Source: an optimization exercise on an open RTL-to-GDS flow (aim: small area). Production flows keep margins and buffers that such runs may drop.
In this exercise RTL edits were held to simulation tests only and were not proved equivalent to the original.
Power is estimated from default activity; no workload was simulated.

==> design/flow/design.v <==
package avalon_flit_bridge_mc_pkg;
  localparam logic [2:0] REG_STATUS  = 3'd0;
  localparam logic [2:0] REG_TX_DATA = 3'd1;
  localparam logic [2:0] REG_RX_DATA = 3'd2;
  localparam logic [2:0] REG_IRQ_EN  = 3'd3;
  localparam logic [2:0] REG_CH_SEL  = 3'd4;
  localparam logic [2:0] REG_COUNT   = 3'd5;
  localparam logic [2:0] REG_DROPS   = 3'd6;
  localparam logic [2:0] REG_CLEAR   = 3'd7;
  localparam int STAT_RX_NE_LSB = 0;
  localparam int STAT_TX_NF_LSB = 8;
  localparam int STAT_UNDERFLOW = 16;
  localparam int STAT_OVERFLOW  = 17;
  localparam int CLEAR_STICKY_BIT = 0;
  localparam int CLEAR_FLUSH_BIT  = 1;
  localparam logic [15:0] DROPS_MAX = 16'hFFFF;
endpackage
module flit_fifo #(
  parameter int W     = 32,
  parameter int DEPTH = 8
) (
  input  logic                     CLK,
  input  logic                     RST,
  input  logic                     enq,
  input  logic [W-1:0]             enq_data,
  input  logic                     deq,
  input  logic                     flush,
  output logic [DEPTH*W-1:0]       mem_flat,
  output logic [DEPTH-1:0]         rd_oh,
  output logic                     full,
  output logic                     empty,
  output logic [$clog2(DEPTH):0]   count
);
  localparam int AW = $clog2(DEPTH);
  logic [W-1:0]  mem [DEPTH];
  logic [AW-1:0] rd_ptr;    
  logic [AW-1:0] wr_ptr;
  logic [AW:0]   cnt;
  logic          do_enq;
  logic          do_deq;
  assign empty  = (cnt == '0);
  assign full   = cnt[AW];
  assign count  = cnt;
  assign wr_ptr = rd_ptr + cnt[AW-1:0];
  assign do_deq = deq && !empty && !flush;
  assign do_enq = enq && (!full || do_deq) && !flush;
  always_comb begin
    for (int k = 0; k < DEPTH; k++) begin
      rd_oh[k] = (rd_ptr == AW'(k));
      mem_flat[k*W +: W] = mem[k];
    end
  end
  always_ff @(posedge CLK or posedge RST) begin
    if (RST) begin
      cnt    <= '0;
    end else if (flush) begin
      cnt    <= '0;
    end else begin
      if (do_enq && !do_deq)      cnt <= cnt + (AW+1)'(1);
      else if (!do_enq && do_deq) cnt <= cnt - (AW+1)'(1);
    end
  end
  always_ff @(posedge CLK) begin
    if (do_deq) rd_ptr <= rd_ptr + AW'(1);
  end
  always_ff @(posedge CLK) begin
    for (int k = 0; k < DEPTH; k++)
      if (do_enq && wr_ptr == AW'(k)) mem[k] <= enq_data;
  end
endmodule
module avalon_flit_bridge_mc #(
  parameter int NUM_CH   = 4,
  parameter int FLIT_W   = 32,
  parameter int TX_DEPTH = 8,
  parameter int RX_DEPTH = 8
) (
  input  logic                       CLK,
  input  logic                       RST,
  input  logic [2:0]                 avs_address,
  input  logic                       avs_read,
  output logic [31:0]                avs_readdata,
  output logic                       avs_readdatavalid,
  input  logic                       avs_write,
  input  logic [31:0]                avs_writedata,
  output logic                       irq,
  output logic [NUM_CH*FLIT_W-1:0]   deq_flit,
  output logic [NUM_CH-1:0]          RDY_deq_flit,
  input  logic [NUM_CH-1:0]          EN_deq_flit,
  input  logic [NUM_CH*FLIT_W-1:0]   enq_flit,
  input  logic [NUM_CH-1:0]          EN_enq_flit,
  output logic [NUM_CH-1:0]          RDY_enq_flit
);
  localparam int TXC = $clog2(TX_DEPTH) + 1;
  localparam int RXC = $clog2(RX_DEPTH) + 1;
  logic [NUM_CH-1:0] tx_full, tx_empty, rx_full, rx_empty;
  logic [NUM_CH-1:0] tx_enq, rx_deq, flush, sel_mask;
  logic [TXC-1:0]    tx_count [NUM_CH];
  logic [RXC-1:0]    rx_count [NUM_CH];
  logic [TX_DEPTH*FLIT_W-1:0] tx_mem [NUM_CH];
  logic [RX_DEPTH*FLIT_W-1:0] rx_mem [NUM_CH];
  logic [TX_DEPTH-1:0] tx_rd_oh [NUM_CH];
  logic [RX_DEPTH-1:0] rx_rd_oh [NUM_CH];
  logic [1:0]        ch_sel;    
  logic [NUM_CH-1:0] irq_en;
  logic [15:0]       drops;
  logic              underflow, overflow;
  logic              rd_acc, wr_acc, tx_push_req, rx_pop_req, tx_drop, rd_rx;
  logic              sel_rx_empty, sel_tx_full, sel_core_deq;
  logic [TXC-1:0]    sel_tx_count;
  logic [RXC-1:0]    sel_rx_count;
  logic [31:0]       rd_mux, rx_rd;
  for (genvar i = 0; i < NUM_CH; i++) begin : g_ch
    flit_fifo #(.W(FLIT_W), .DEPTH(TX_DEPTH)) u_tx (
      .CLK      (CLK),
      .RST      (RST),
      .enq      (tx_enq[i]),
      .enq_data (avs_writedata[FLIT_W-1:0]),
      .deq      (EN_deq_flit[i]),
      .flush    (flush[i]),
      .mem_flat (tx_mem[i]),
      .rd_oh    (tx_rd_oh[i]),
      .full     (tx_full[i]),
      .empty    (tx_empty[i]),
      .count    (tx_count[i])
    );
    flit_fifo #(.W(FLIT_W), .DEPTH(RX_DEPTH)) u_rx (
      .CLK      (CLK),
      .RST      (RST),
      .enq      (EN_enq_flit[i]),
      .enq_data (enq_flit[i*FLIT_W +: FLIT_W]),
      .deq      (rx_deq[i]),
      .flush    (flush[i]),
      .mem_flat (rx_mem[i]),
      .rd_oh    (rx_rd_oh[i]),
      .full     (rx_full[i]),
      .empty    (rx_empty[i]),
      .count    (rx_count[i])
    );
    always_comb begin
      deq_flit[i*FLIT_W +: FLIT_W] = '0;
      for (int k = 0; k < TX_DEPTH; k++)
        deq_flit[i*FLIT_W +: FLIT_W] |= tx_mem[i][k*FLIT_W +: FLIT_W] & {FLIT_W{tx_rd_oh[i][k]}};
    end
  end
  assign RDY_deq_flit = ~tx_empty;
  assign RDY_enq_flit = ~rx_full;
  assign rd_acc = avs_read;
  assign wr_acc = avs_write && !avs_read;
  always_comb begin
    sel_mask     = '0;
    sel_rx_empty = 1'b1;
    sel_tx_full  = 1'b0;
    sel_core_deq = 1'b0;
    sel_tx_count = '0;
    sel_rx_count = '0;
    for (int i = 0; i < NUM_CH; i++) begin
      if (ch_sel == 2'(i)) begin
        sel_mask[i]  = 1'b1;
        sel_rx_empty = rx_empty[i];
        sel_tx_full  = tx_full[i];
        sel_core_deq = EN_deq_flit[i];
        sel_tx_count = tx_count[i];
        sel_rx_count = rx_count[i];
      end
    end
  end
  assign tx_push_req = wr_acc && (avs_address == avalon_flit_bridge_mc_pkg::REG_TX_DATA);
  assign rx_pop_req  = rd_acc && (avs_address == avalon_flit_bridge_mc_pkg::REG_RX_DATA);
  assign tx_enq      = tx_push_req ? sel_mask : '0;
  assign rx_deq      = rx_pop_req  ? sel_mask : '0;
  assign flush       = (wr_acc && (avs_address == avalon_flit_bridge_mc_pkg::REG_CLEAR) && avs_writedata[avalon_flit_bridge_mc_pkg::CLEAR_FLUSH_BIT])
                       ? sel_mask : '0;
  assign tx_drop     = tx_push_req && sel_tx_full && !sel_core_deq;
  assign rd_rx = (avs_address == avalon_flit_bridge_mc_pkg::REG_RX_DATA);
  always_comb begin
    rx_rd = '0;
    for (int i = 0; i < NUM_CH; i++)
      for (int k = 0; k < RX_DEPTH; k++)
        rx_rd |= rx_mem[i][k*FLIT_W +: FLIT_W]
                 & {FLIT_W{rd_rx && sel_mask[i] && !rx_empty[i] && rx_rd_oh[i][k]}};
  end
  always_comb begin
    rd_mux = rx_rd;
    case (avs_address)
      avalon_flit_bridge_mc_pkg::REG_STATUS: begin
        rd_mux[avalon_flit_bridge_mc_pkg::STAT_RX_NE_LSB +: NUM_CH] = ~rx_empty;
        rd_mux[avalon_flit_bridge_mc_pkg::STAT_TX_NF_LSB +: NUM_CH] = ~tx_full;
        rd_mux[avalon_flit_bridge_mc_pkg::STAT_UNDERFLOW]           = underflow;
        rd_mux[avalon_flit_bridge_mc_pkg::STAT_OVERFLOW]            = overflow;
      end
      avalon_flit_bridge_mc_pkg::REG_IRQ_EN:  rd_mux[NUM_CH-1:0] = irq_en;
      avalon_flit_bridge_mc_pkg::REG_CH_SEL:  rd_mux[2:0]        = {1'b0, ch_sel};
      avalon_flit_bridge_mc_pkg::REG_COUNT: begin
        rd_mux[7:0]  = 8'(sel_rx_count);
        rd_mux[15:8] = 8'(sel_tx_count);
      end
      avalon_flit_bridge_mc_pkg::REG_DROPS:   rd_mux[15:0]       = drops;
      default: ;
    endcase
  end
  always_ff @(posedge CLK or posedge RST) begin
    if (RST) begin
      ch_sel    <= '0;
      irq_en    <= '0;
      drops     <= '0;
      underflow <= 1'b0;
      overflow  <= 1'b0;
      irq       <= 1'b0;
    end else begin
      if (wr_acc) begin
        case (avs_address)
          avalon_flit_bridge_mc_pkg::REG_IRQ_EN: irq_en <= avs_writedata[NUM_CH-1:0];
          avalon_flit_bridge_mc_pkg::REG_CH_SEL: if (avs_writedata < 32'(NUM_CH)) ch_sel <= avs_writedata[1:0];
          avalon_flit_bridge_mc_pkg::REG_DROPS:  drops <= '0;
          avalon_flit_bridge_mc_pkg::REG_CLEAR: begin
            if (avs_writedata[avalon_flit_bridge_mc_pkg::CLEAR_STICKY_BIT]) begin
              underflow <= 1'b0;
              overflow  <= 1'b0;
            end
          end
          default: ;
        endcase
      end
      if (tx_drop) begin
        overflow <= 1'b1;
        if (drops != avalon_flit_bridge_mc_pkg::DROPS_MAX) drops <= drops + 16'd1;
      end
      if (rx_pop_req && sel_rx_empty) underflow <= 1'b1;
      irq <= |(~rx_empty & irq_en);
    end
  end
  always_ff @(posedge CLK or posedge RST) begin
    if (RST) avs_readdatavalid <= 1'b0;
    else     avs_readdatavalid <= rd_acc;
  end
  always_ff @(posedge CLK) avs_readdata <= rd_mux;
endmodule
==> design/flow/flow/run.sh <==
#!/bin/bash
# ORFS layout as standard.sh runs it, with three changes:
#  - synthesis maps the logic with an area-oriented ABC script (same registers),
#  - port buffers use the smallest buffer cell,
#  - CTS uses larger sink clusters and no dummy loads.
set -euo pipefail
rm -rf scripts_area
cp -r "$FLOW_HOME/scripts" scripts_area
cp flow/abc_speed.script scripts_area/abc_speed.script
export BUFFER_PORTS_ARGS="-buffer_cell sky130_fd_sc_hd__buf_1"
export CTS_ARGS="-sink_clustering_enable -repair_clock_nets -dont_use_dummy_load -sink_clustering_size 16 -sink_clustering_max_diameter 60 -buf_list sky130_fd_sc_hd__clkbuf_8"
SCRIPTS_DIR="$PWD/scripts_area" bash standard.sh synth > synth.log 2>&1
bash standard.sh > standard.log 2>&1
==> design/flow/flow/abc_speed.script <==
&get -n
&st
&syn2
&dch
&nf -R 1000 -p
&put
==> design/flow/standard.sh <==
#!/bin/bash
# synth_recipe.tcl (not shown) runs the flow's synth.tcl, then flattens the netlist and writes it again
# the make line also repeats each setting of config.mk as NAME=value (left out here)
make -C /OpenROAD-flow-scripts/flow DESIGN_CONFIG=/design/flow/config.mk WORK_HOME=/design/flow/orfs CLKGATE_MAP_FILE= SYNTH_SCRIPT=/design/flow/synth_recipe.tcl "${@:-finish}"
==> design/flow/config.mk <==
export PLATFORM = sky130hd
export DESIGN_NAME = avalon_flit_bridge_mc
export DESIGN_NICKNAME = avalon_flit_bridge_mc
export VERILOG_FILES = /design/flow/design.v
export SDC_FILE = /design/flow/constraint.sdc
export NUM_CORES = 4
export LEC_CHECK = 0
export CAP_MARGIN = 20
export CORE_MARGIN = 2
export CORE_UTILIZATION = 65
export PLACE_DENSITY = 0.8
export SLEW_MARGIN = 20
==> design/flow/constraint.sdc <==
create_clock -name core_clock -period 5.5 [get_ports {CLK}]
set_input_delay 1.1000 -clock core_clock [delete_from_list [all_inputs] [get_ports {CLK}]]
set_output_delay 1.1000 -clock core_clock [all_outputs]
set_load 0.01 [all_outputs]
==> impl_metrics.yaml, run 1 <==
detailed_routing:
  drt_wl_total_um: 217100
  final_antenna_net_count: 0
  vias: 46210
  first_iter_violations: 9773
  drcViolationCount: 0
  drtPass1Iterations: 10
  via_per_inst: 7.471
  wl_per_cell_um: 35.10
floorplan:
  ios: 345
  die_h_um: 349.5
  dieArea_um2: 122100
  start_util: 0.6561
  fp-row-count: 126
  coreArea_um2: 118200
  die-width_um: 349.5
logic_synthesis:
  synth_edf_count: 2072
  ys_ff_latch: 2162
  synth-async-reset-ratio: 0.02683
  syn_area_per_cell_um2: 19.58
  yosysMostFrequentCell: "edfxtp_1"
  synth_top_area_share: 0.8021
  synthFlopType: "edfxtp_1"
  syn_nets: 4226
  synth_top_area_cell: "edfxtp_1"
  yosys-top-cells-area: "edfxtp_1 80%, a222oi_1 5.9%, a22oi_1 2.6%"
  yosysSeqAreaShare: 0.8290
  synth_area_um2: 77580
  ys_warn_count: 9
  yosysUniqueCellTypes: 46
  synth_cells: 3962
  synth_commonest_cells: "2072 x edfxtp_1, 460 x a222oi_1, 268 x a22oi_1"
place:
  numPortBuffers: 344
  gp_congestion: 0.9356
  place_hpwl_um: 129900
timing:
  setup_viol: 0
  finalMaxSlewViolations: 0
  hold_violations: 0
  fin_crit_ps: 4521
  relSlewSlack: 0.2078
  max_clock_freq_mhz: 221.2
  hold_slack_ps: 452.4
  worstMarginPinSlew_ps: 1188
  rsz0062_at_grt: "false"
  fin_crit_sh: 0.8219
  finalSetupTns_ps: 0
  clock_skew_ps: 82.94
critical_path:
  r2r_start: "g_ch[1].u_rx.cnt[1]$_DFFE_PP0P_"
  reg2reg_depth: 10
  r2r_end: "avs_readdata[10]$_DFF_P_"
  endpoint_kind: "output port"
  critPathMaxFanout: 21
  r2r_setup_slack_ps: 1560
  critPathLaunchType: "register"
  crit_required_ps: 4400
  arrival_ps: 3420
  path_class: "register to output port"
pwr:
  p_per_area_nw_per_um2: 362.8
  max-vdd-ir-drop_mv: 0.2590
  p_leak_uw: 0.02642
layout:
  syn_to_final_growth_pct: 9.484
  drive_gt1_frac: 0.1024
  nets: 4905
clock_tree:
  cts.repair.resized: 0
  cts.clk_slew.worst_paths_ps: 100
  cts.sinks: 2162
  cts_hold_buf: 0
  cts_buffers: 158
  clock_path_buffers: 3
  cts_root_buf: "clkbuf_8"
  post_cts_buffers: 0
  worstSkewPairLatency_ps: 890
  cts_tree: "done"
  htree_num_levels: 4
grt:
  grt_max_degree: 59
  grtUsageTotal: 0.3541
  grt_first_pass_wirelength_um: 307200
  grt_pass1_vias: 45280
  antenna_found_initial: 24
  overflow: 0
job:
  cap_violations: 0
outcome:
  status: "timing/DRC/antenna clean"
hold_path:
  hp-class: "primary input to asynchronous set/reset pin"
==> cells in the final DEF, fill, tap and decap left out, types with 15 or more instances in the layout <==
cell type	count
a21oi_1	28
a221oi_1	29
a222oi_1	460
a22o_1	21
a22oi_1	268
and3_2	21
and4_1	15
buf_1	315
buf_4	169
clkbuf_2	29
clkbuf_8	158
clkinv_1	51
dfrtp_1	58
dfxtp_1	32
edfxtp_1	2072
fa_1	16
ha_1	72
nand2_1	167
nand3_1	170
nand4_1	83
nor2_1	65
nor2_4	36
nor3_1	27
nor3_2	31
o21ai_0	37
xnor2_1	18
xor2_1	31
==> routing by layer <==
layer,vias up,track usage,wire (um)
met1,22770,0.4592,70300
met5,-,0,161
met4,28,0.1875,12520
met3,715,0.09754,32130
li1,18560,-,-
met2,4137,0.5539,101900
==> area by class of cell <==
type / count / area [um2]
Clock buffer: 158 / 2175
Multi-Input combinational cell: 1748 / 13580
Sequential cell: 2162 / 64310
Timing Repair Buffer: 519 / 2724
Fill cell: 6932 / 33310
Tap cell: 1536 / 1922
Antenna cell: 10 / 25.02
Inverter: 52 / 195.2
==> power by group <==
part	internal [uW]	switching (uW)	leakage, uW	total (uW)
Clock	2580	4630	0.00114	7210
Sequential	18300	359	0.0196	18700
Combinational	1550	3390	0.00568	4940
Total	22400	8390	0.0264	30800
==> worst max-delay path, cell delays in order, from the launching register on <==
cell      delay [ps]
edfxtp_1         470
clkinv_1         110
ha_1             180
and2_1           880
buf_4            380
a222oi_1         140
nand3_1          170
buf_1            170
==> how the worst max path moves through the flow <==
stage	startpoint	endpoint	slack, ps
after floorplan	avs_address[0]	g_ch[1].u_rx.mem[4][0]$_DFFE_PP_	420
after global placement	avs_address[1]	g_ch[1].u_rx.mem[2][18]$_DFFE_PP_	670
after detailed placement	avs_address[1]	g_ch[1].u_rx.mem[2][31]$_DFFE_PP_	840
after CTS	g_ch[1].u_tx.rd_ptr[0]$_DFFE_PP_	deq_flit[62]	990
after global routing	g_ch[1].u_tx.rd_ptr[0]$_DFFE_PP_	deq_flit[43]	890
final	g_ch[1].u_tx.rd_ptr[0]$_DFFE_PP_	deq_flit[62]	980
==> sequential cells by signal, summed over array words and instances (netlist names) <==
register / flops
g_ch.u_tx.cnt: 16
g_ch.u_rx.rd_ptr: 12
underflow: 1
drops: 16
overflow: 1
g_ch.u_rx.cnt: 16
irq_en: 4
g_ch.u_tx.rd_ptr: 12
avs_readdata: 32
g_ch.u_tx.mem: 1024
avs_readdatavalid: 1
irq: 1
g_ch.u_rx.mem: 1024
ch_sel: 2
==> per-stage QoR <==
step / cells / utilization / area, um2 / power [uW] / setup slack (ps)
3_5_place_dp: 6016 / 0.6995 / 82700 / 23900 / 843.9
2_1_floorplan: 3962 / - / 77580 / 21520 / 415.9
5_1_grt: 6182 / 0.7183 / 84930 / 31730 / 887.0
3_3_place_gp: 6016 / 0.6994 / 82690 / 23740 / 665.9
4_1_cts: 6174 / 0.7178 / 84880 / 30750 / 989.0
6_report: 6185 / 0.7183 / 84930 / 30810 / 979.5
==> cell families (layout without fill, tap and decap cells) <==
family	Yosys count	count (layout)	synth area share
AO/OA/AOI/OAI	898	898	0.1003
XOR/XNOR	49	49	0.005532
adder cells (fa/ha/maj)	89	89	0.01590
buffers and inverters	52	729	0.002516
flip-flops	2162	2162	0.8290
multiplexers	14	14	0.001984
other	0	10	0
AND/OR/NAND/NOR	698	698	0.04471
==> inputs of run 2 (changes only) <==
--- a/design/flow/config.mk
+++ b/design/flow/config.mk
@@ -7,6 +7,5 @@
 export LEC_CHECK = 0
 export CAP_MARGIN = 20
 export CORE_MARGIN = 2
-export CORE_UTILIZATION = 65
-export PLACE_DENSITY = 0.8
+export CORE_UTILIZATION = 40
 export SLEW_MARGIN = 20
==> run 2 against run 1 <==
Still clean on timing, DRC and antenna. Non-clock buffer count rose by 9. Clock power rose by 3.9%. Worst setup slack got worse by 60 ps. Cell area rose by 1.7%. Maximum frequency fell by 1.3%. Critical path depth did not move. Sequential share of layout area fell by 1.2 points. Power rose by 1.3%. Core utilization fell by 27 points. Critical path type unchanged.
==> impl_metrics.yaml, run 2 <==
layout:
  layout_common_cells: "2072 x edfxtp_1, 460 x a222oi_1, 317 x buf_1, 268 x a22oi_1, 176 x buf_4"
  nets: 4921
  design_area_um2: 86360
  n_fill_cell: 16530
  post-route-util: 0.4484
  layout_commonest_cell: "edfxtp_1"
  syn_to_final_growth_pct: 11.32
  drive_gt1_frac: 0.1046
  reg_top3: "g_ch.u_rx.mem x1024, g_ch.u_tx.mem x1024, avs_readdata x32"
clock_tree:
  cts_tree: "done"
  cts_buffers: 165
  worstSkewPairLatency_ps: 960
  cts.repair.resized: 0
  cts.clk_slew.worst_paths_ps: 90
  htree_num_levels: 4
  post_cts_buffers: 0
  cts.sinks: 2162
  cts_hold_buf: 0
  cts_root_buf: "clkbuf_8"
  clock_path_buffers: 3
logic_synthesis:
  synth_area_um2: 77580
  synth_cells: 3962
  synth_edf_count: 2072
  yosys.area_share.adder: 0.01590
  synth-simple-area-share: 0.04471
  synth_compound_area_frac: 0.1003
  yosysMostFrequentCell: "edfxtp_1"
  synth_top_area_cell: "edfxtp_1"
  synth_top_area_share: 0.8021
  syn_nets: 4226
  synthFlopType: "edfxtp_1"
  yosysUniqueCellTypes: 46
  synth_commonest_cells: "2072 x edfxtp_1, 460 x a222oi_1, 268 x a22oi_1"
  ys_ff_latch: 2162
  ys_warn_count: 9
  synth_xor_xnor_area_share: 0.005532
  yosys-top-cells-area: "edfxtp_1 80%, a222oi_1 5.9%, a22oi_1 2.6%"
  synth-async-reset-ratio: 0.02683
  syn_area_per_cell_um2: 19.58
  yosysSeqAreaShare: 0.8290
  synth_top_family_by_area: "compound AO/OA/AOI/OAI gates"
  synthMuxAreaShare: 0.001984
place:
  post_dp_cell_area_um2: 84050
  numPortBuffers: 344
  gp_congestion: 0.8274
  place_hpwl_um: 143000
  detailedPlace.worstSlack_ps: 798.1
hold_path:
  hp-class: "primary input to asynchronous set/reset pin"
pwr:
  p_per_area_nw_per_um2: 361.4
  p_leak_uw: 0.02651
  max-vdd-ir-drop_mv: 0.2393
timing:
  relSlewSlack: 0.2671
  setup_viol: 0
  hold_slack_ps: 107.6
  worstMarginPinSlew_ps: 1099
  fin_crit_ps: 4580
  finalMaxSlewViolations: 0
  fin_crit_sh: 0.8328
  clock_skew_ps: 106.1
  max_clock_freq_mhz: 218.3
  finalSetupTns_ps: 0
  final.setup.worst_slack_ps: 919.7
  hold_violations: 0
  rsz0062_at_grt: "false"
detailed_routing:
  via_per_inst: 6.229
  wl_per_cell_um: 32.73
  drtPass1Iterations: 10
  first_iter_violations: 6673
  vias: 44830
  drt_wl_total_um: 235600
  final_antenna_net_count: 0
  drcViolationCount: 0
grt:
  overflow: 0
  grt_max_degree: 41
  grt_pass1_vias: 43590
  grtUsageTotal: 0.2333
  antenna_found_initial: 37
  grt_first_pass_wirelength_um: 327200
floorplan:
  coreArea_um2: 192600
  fp-row-count: 161
  die-width_um: 444.4
  start_util: 0.4028
  dieArea_um2: 197500
  ios: 345
  die_h_um: 444.4
critical_path:
  critPathMaxFanout: 17
  arrival_ps: 3480
  crit_required_ps: 4400
  cp_cell_sequence: "clkinv_1, ha_1, nor2b_2, buf_4, a222oi_1, nand3_1, buf_1"
  path_class: "register to output port"
  critPathLaunchType: "register"
  critPathSlowestCell: "nor2b_2"
  critical_path.max_stage_delay_ps: 830
  endpoint_kind: "output port"
  crit_start: "g_ch[3].u_tx.rd_ptr[0]$_DFFE_PP_"
  r2r_setup_slack_ps: 1880
  r2r_start: "g_ch[1].u_rx.cnt[0]$_DFFE_PP0P_"
  r2r_end: "avs_readdata[9]$_DFF_P_"
  worstSetupEndpoint: "deq_flit[121]"
  reg2reg_depth: 8
job:
  cap_violations: 0
outcome:
  status: "timing/DRC/antenna clean"
run 2: through the flow:
step                cells  power (uW)
finish               7197       31210
global route         7192       32320
CTS                  7181       31390
detailed placement   7016       24120
global placement     7016       24060
floorplan            3962       21520
run 2: worst min path at each step:
stage,start,endpoint,slack (ps),cells after the start
after floorplan,g_ch[1].u_rx.mem[4][24]$_DFFE_PP_,avs_readdata[24]$_DFF_P_,450,2
after global placement,overflow$_DFFE_PP0P_,overflow$_DFFE_PP0P_,470,2
after detailed placement,overflow$_DFFE_PP0P_,overflow$_DFFE_PP0P_,470,2
after CTS,RST,drops[6]$_DFF_PP0_,40,2
after global routing,RST,drops[6]$_DFF_PP0_,100,2
final,RST,drops[6]$_DFF_PP0_,110,2
run 2: kinds of logic (layout without fill, tap and decap cells):
group / after synthesis / count (layout)
other: 0 / 16
XOR/XNOR: 49 / 49
multiplexers: 14 / 14
flip-flops: 2162 / 2162
buffers and inverters: 52 / 745
AO/OA/AOI/OAI: 898 / 898
adder cells (fa/ha/maj): 89 / 89
AND/OR/NAND/NOR: 698 / 698
run 2: final cells by class:
type                       instances  area (um2)  share of cell area
antenna                           16       40.04           0.0004636
clock buffer                     165        2271             0.02630
inverter                          52       195.2            0.002260
multi-input combinational       1748       13570              0.1572
sequential                      2162       64310              0.7447
tap                             2526        3161             0.03660
timing repair buffer             528        2806             0.03250
run 2: report_power, final:
part           internal [uW]  switching (uW)
Combinational           1550            3500
Sequential             18300             369
Clock                   2680            4810
run 2: worst max-delay path, delay by kind of cell, from the launching register on:
| kind | cells | cell delay (ps) |
|---|---|---|
| AND/OR/NAND/NOR | 2 | 1020 |
| adder cells (fa/ha/maj) | 1 | 160 |
| flip-flops | 1 | 460 |
| buffers and inverters | 3 | 720 |
| AO/OA/AOI/OAI | 1 | 160 |
run 2: routing by layer:
metal  up-vias  wire [um]  GRT usage  part of all wire
li1      18600          -          -                 -
met1     23110      87290     0.2981              0.37
met2      2604     116000     0.3901              0.49
met3       490      21670    0.04203             0.092
met4        20      10530     0.1027             0.045
met5         -        126          0           0.00053
==> inputs of run 3 (changes only) <==
--- a/design/flow/flow/run.sh
+++ b/design/flow/flow/run.sh
@@ -8,6 +8,6 @@
 cp -r "$FLOW_HOME/scripts" scripts_area
 cp flow/abc_speed.script scripts_area/abc_speed.script
 export BUFFER_PORTS_ARGS="-buffer_cell sky130_fd_sc_hd__buf_1"
-export CTS_ARGS="-sink_clustering_enable -repair_clock_nets -dont_use_dummy_load -sink_clustering_size 16 -sink_clustering_max_diameter 60 -buf_list sky130_fd_sc_hd__clkbuf_8"
+export CTS_ARGS="-sink_clustering_enable -repair_clock_nets -dont_use_dummy_load -sink_clustering_size 28 -sink_clustering_max_diameter 100 -buf_list sky130_fd_sc_hd__clkbuf_16"
 SCRIPTS_DIR="$PWD/scripts_area" bash standard.sh synth > synth.log 2>&1
 bash standard.sh > standard.log 2>&1
==> run 3 against run 2 <==
Sequential power about the same. Die area unchanged. Critical endpoint unchanged. Clock skew down 33 ps. Worst setup slack better by 170 ps. Flip-flop and latch count unchanged. Global-route usage down 0.18 points.
==> impl_metrics.yaml, run 3 <==
outcome:
  status: "timing/DRC/antenna clean"
layout:
  reg_top3: "g_ch.u_rx.mem x1024, g_ch.u_tx.mem x1024, avs_readdata x32"
  layout_commonest_cell: "edfxtp_1"
  nets: 4848
  n_fill_cell: 16470
  drive_gt1_frac: 0.09014
  seqCellArea_um2: 64310
  syn_to_final_growth_pct: 11.33
  layout_common_cells: "2072 x edfxtp_1, 460 x a222oi_1, 317 x buf_1, 268 x a22oi_1, 176 x buf_4"
  multi_input_area_um2: 13570
logic_synthesis:
  synth_edf_count: 2072
  synth-simple-area-share: 0.04471
  yosys.area_share.adder: 0.01590
  yosys-top-cells-area: "edfxtp_1 80%, a222oi_1 5.9%, a22oi_1 2.6%"
  synth_area_um2: 77580
  synth_commonest_cells: "2072 x edfxtp_1, 460 x a222oi_1, 268 x a22oi_1"
  synthFlopType: "edfxtp_1"
  synth_cells: 3962
  synth_top_family_by_area: "compound AO/OA/AOI/OAI gates"
  synth_compound_area_frac: 0.1003
  synth-async-reset-ratio: 0.02683
  yosysUniqueCellTypes: 46
  synth_xor_xnor_area_share: 0.005532
  synth_top_area_share: 0.8021
  synth_top_area_cell: "edfxtp_1"
  ys_ff_latch: 2162
  syn_nets: 4226
  yosysMostFrequentCell: "edfxtp_1"
  yosysSeqAreaShare: 0.8290
  synthMuxAreaShare: 0.001984
  ys_warn_count: 9
  syn_area_per_cell_um2: 19.58
timing:
  finalSetupTns_ps: 0
  max_clock_freq_mhz: 226.9
  relSlewSlack: 0.2476
  worstMarginPinSlew_ps: 1129
  finalMaxSlewViolations: 0
  rsz0062_at_grt: "false"
  clock_skew_ps: 72.66
  hold_violations: 0
  setup_viol: 0
  final.setup.worst_slack_ps: 1093
  fin_crit_ps: 4407
  fin_crit_sh: 0.8013
detailed_routing:
  drtPass1Iterations: 10
  drcViolationCount: 0
  final_antenna_net_count: 0
  vias: 44460
  first_iter_violations: 7076
  drt_wl_total_um: 234400
  via_per_inst: 6.245
  wl_per_cell_um: 32.93
clock_tree:
  post_cts_buffers: 0
  htree_num_levels: 3
  cts_tree: "done"
  clock_path_buffers: 3
  cts_buffers: 91
  cts.clk_slew.worst_paths_ps: 100
  worstSkewPairLatency_ps: 790
  cts_hold_buf: 0
  cts.repair.resized: 0
  cts_root_buf: "clkbuf_16"
  cts.sinks: 2162
critical_path:
  critPathLaunchType: "register"
  critical_path.max_stage_delay_ps: 820
  cp_cell_sequence: "clkinv_1, ha_1, nor2b_2, buf_4, a222oi_1, nand3_1, buf_1"
  cp_top_family: "simple AND/OR/NAND/NOR gates"
  critPathSlowestCell: "nor2b_2"
  endpoint_kind: "output port"
  arrival_ps: 3310
  critPathMaxFanout: 17
  worst-path-buf-inv: 3
  crit_required_ps: 4400
  path_class: "register to output port"
hold_path:
  hp-class: "primary input to asynchronous set/reset pin"
pwr:
  max-vdd-ir-drop_mv: 0.3126
  power_frac_seq: 0.595
  p_int_uw: 22830
  p_leak_uw: 0.02645
  p_per_area_nw_per_um2: 363.6
  comb_power_share: 0.160
  sw_frac_of_total: 0.2729
  netSwitchingPower_uw: 8570
  pwr-share-clk: 0.245
job:
  cap_violations: 0
floorplan:
  dieArea_um2: 197500
  ios: 345
  die-width_um: 444.4
  start_util: 0.4028
  die_h_um: 444.4
  fp-row-count: 161
  coreArea_um2: 192600
grt:
  grt_pass1_vias: 42880
  antenna_found_initial: 36
  grt_first_pass_wirelength_um: 325100
  grtUsageTotal: 0.2315
  grt_max_degree: 41
  overflow: 0
place:
  numPortBuffers: 344
  place_hpwl_um: 143000
  detailedPlace.worstSlack_ps: 798.1
  gp_congestion: 0.8274
[run 3: worst paths after layout]
| kind | cells past startpoint | slack (ps) | to | startpoint |
|---|---|---|---|---|
| min | 2 | 290 | drops[12]$_DFF_PP0_ | RST |
| max in group asynchronous | 3 | 4220 | g_ch[0].u_rx.cnt[3]$_DFFE_PP0P_ | RST |
| max | 7 | 1090 | deq_flit[121] | g_ch[3].u_tx.rd_ptr[0]$_DFFE_PP_ |
| min in group core_clock | 2 | 460 | avs_readdata[12]$_DFF_P_ | g_ch[1].u_rx.mem[3][12]$_DFFE_PP_ |
| min reg2reg | 2 | 460 | avs_readdata[12]$_DFF_P_ | g_ch[1].u_rx.mem[3][12]$_DFFE_PP_ |
| max reg2reg | 9 | 1820 | avs_readdata[9]$_DFF_P_ | g_ch[3].u_rx.cnt[1]$_DFFE_PP0P_ |
[run 3: routing by layer]
layer	part of all wire	track usage	wire, um
met1	0.37	0.2991	86970
met5	0.00052	0	122
met4	0.042	0.09081	9839
met3	0.090	0.03757	21100
met2	0.50	0.3917	116400
[run 3: logic make-up (layout without fill, tap and decap cells)]
| logic type | after synthesis | count (layout) |
|---|---|---|
| muxes | 14 | 14 |
| xor gates and xnor gates | 49 | 49 |
| buffers and inverters | 52 | 672 |
| DFF | 2162 | 2162 |
| AOI/OAI and AO/OA | 898 | 898 |
| and+or+nand+nor | 698 | 698 |
| adders and majority gates | 89 | 89 |
| other | 0 | 11 |
[run 3: power by group through the flow]
stage	registers [uW]	clock network [uW]	logic (uW)
after floorplan	18900	0	2610
after global placement	19000	0	5020
after detailed placement	19000	0	5070
after CTS	18700	7780	5090
after global routing	18700	8290	5450
final	18700	7690	5040
[run 3: layout make-up]
class | count | area share
tap | 2526 | 0.03659
clock buffer | 91 | 0.02637
antenna | 11 | 0.0003187
sequential | 2162 | 0.7446
multi-input combinational | 1748 | 0.1571
inverter | 52 | 0.002260
timing repair buffer | 529 | 0.03267
[run 3: through the flow]
step | hold WS [ps] | cell area (um2) | total power, uW | instances | util
after floorplan | 446.7 | 77580 | 21520 | 3962 | -
after global placement | 465.5 | 84050 | 24060 | 7016 | 0.4364
after detailed placement | 465.9 | 84050 | 24120 | 7016 | 0.4364
after CTS | 266.3 | 86320 | 31550 | 7107 | 0.4482
after global routing | 294.1 | 86360 | 32460 | 7115 | 0.4484
final | 293.0 | 86370 | 31400 | 7119 | 0.4485

-- static timing again, ports no longer ideal --
How much do the figures lean on ideal ports? The routed layouts below were timed once more, with nothing changed but the port constraints. Step 1 assumes that a clkbuf_16 drives the clock port and a buf_2 every other input. Step 2 times the ports against the registers' clock, not the clock port: input delays grow and output delays shrink by t, the midpoint of the rising clock arrivals with the driver on. Three values: ideal, step 1, step 2; two values: the first two.
| run | t (ns) | slack for setup (ns) | worst setup path after step 2 | clock arrival spread, ns | worst register clock-pin slew, ns |
|---|---|---|---|---|---|
| run 1 | 0.910 | 0.979 / 0.918 / 0.611 | input to register | 0.095 / 0.095 | 0.10 / 0.10 |
| run 2 | 0.995 | 0.920 / 0.837 / 0.685 | input to register | 0.116 / 0.115 | 0.11 / 0.11 |
| run 3 | 0.819 | 1.093 / 1.011 / 0.678 | input to register | 0.111 / 0.110 | 0.11 / 0.11 |
After both steps setup and hold are still met in every run listed. The setup slack of run 3, which loses most, moves by -0.082 ns with the drivers and by -0.415 ns with both steps.
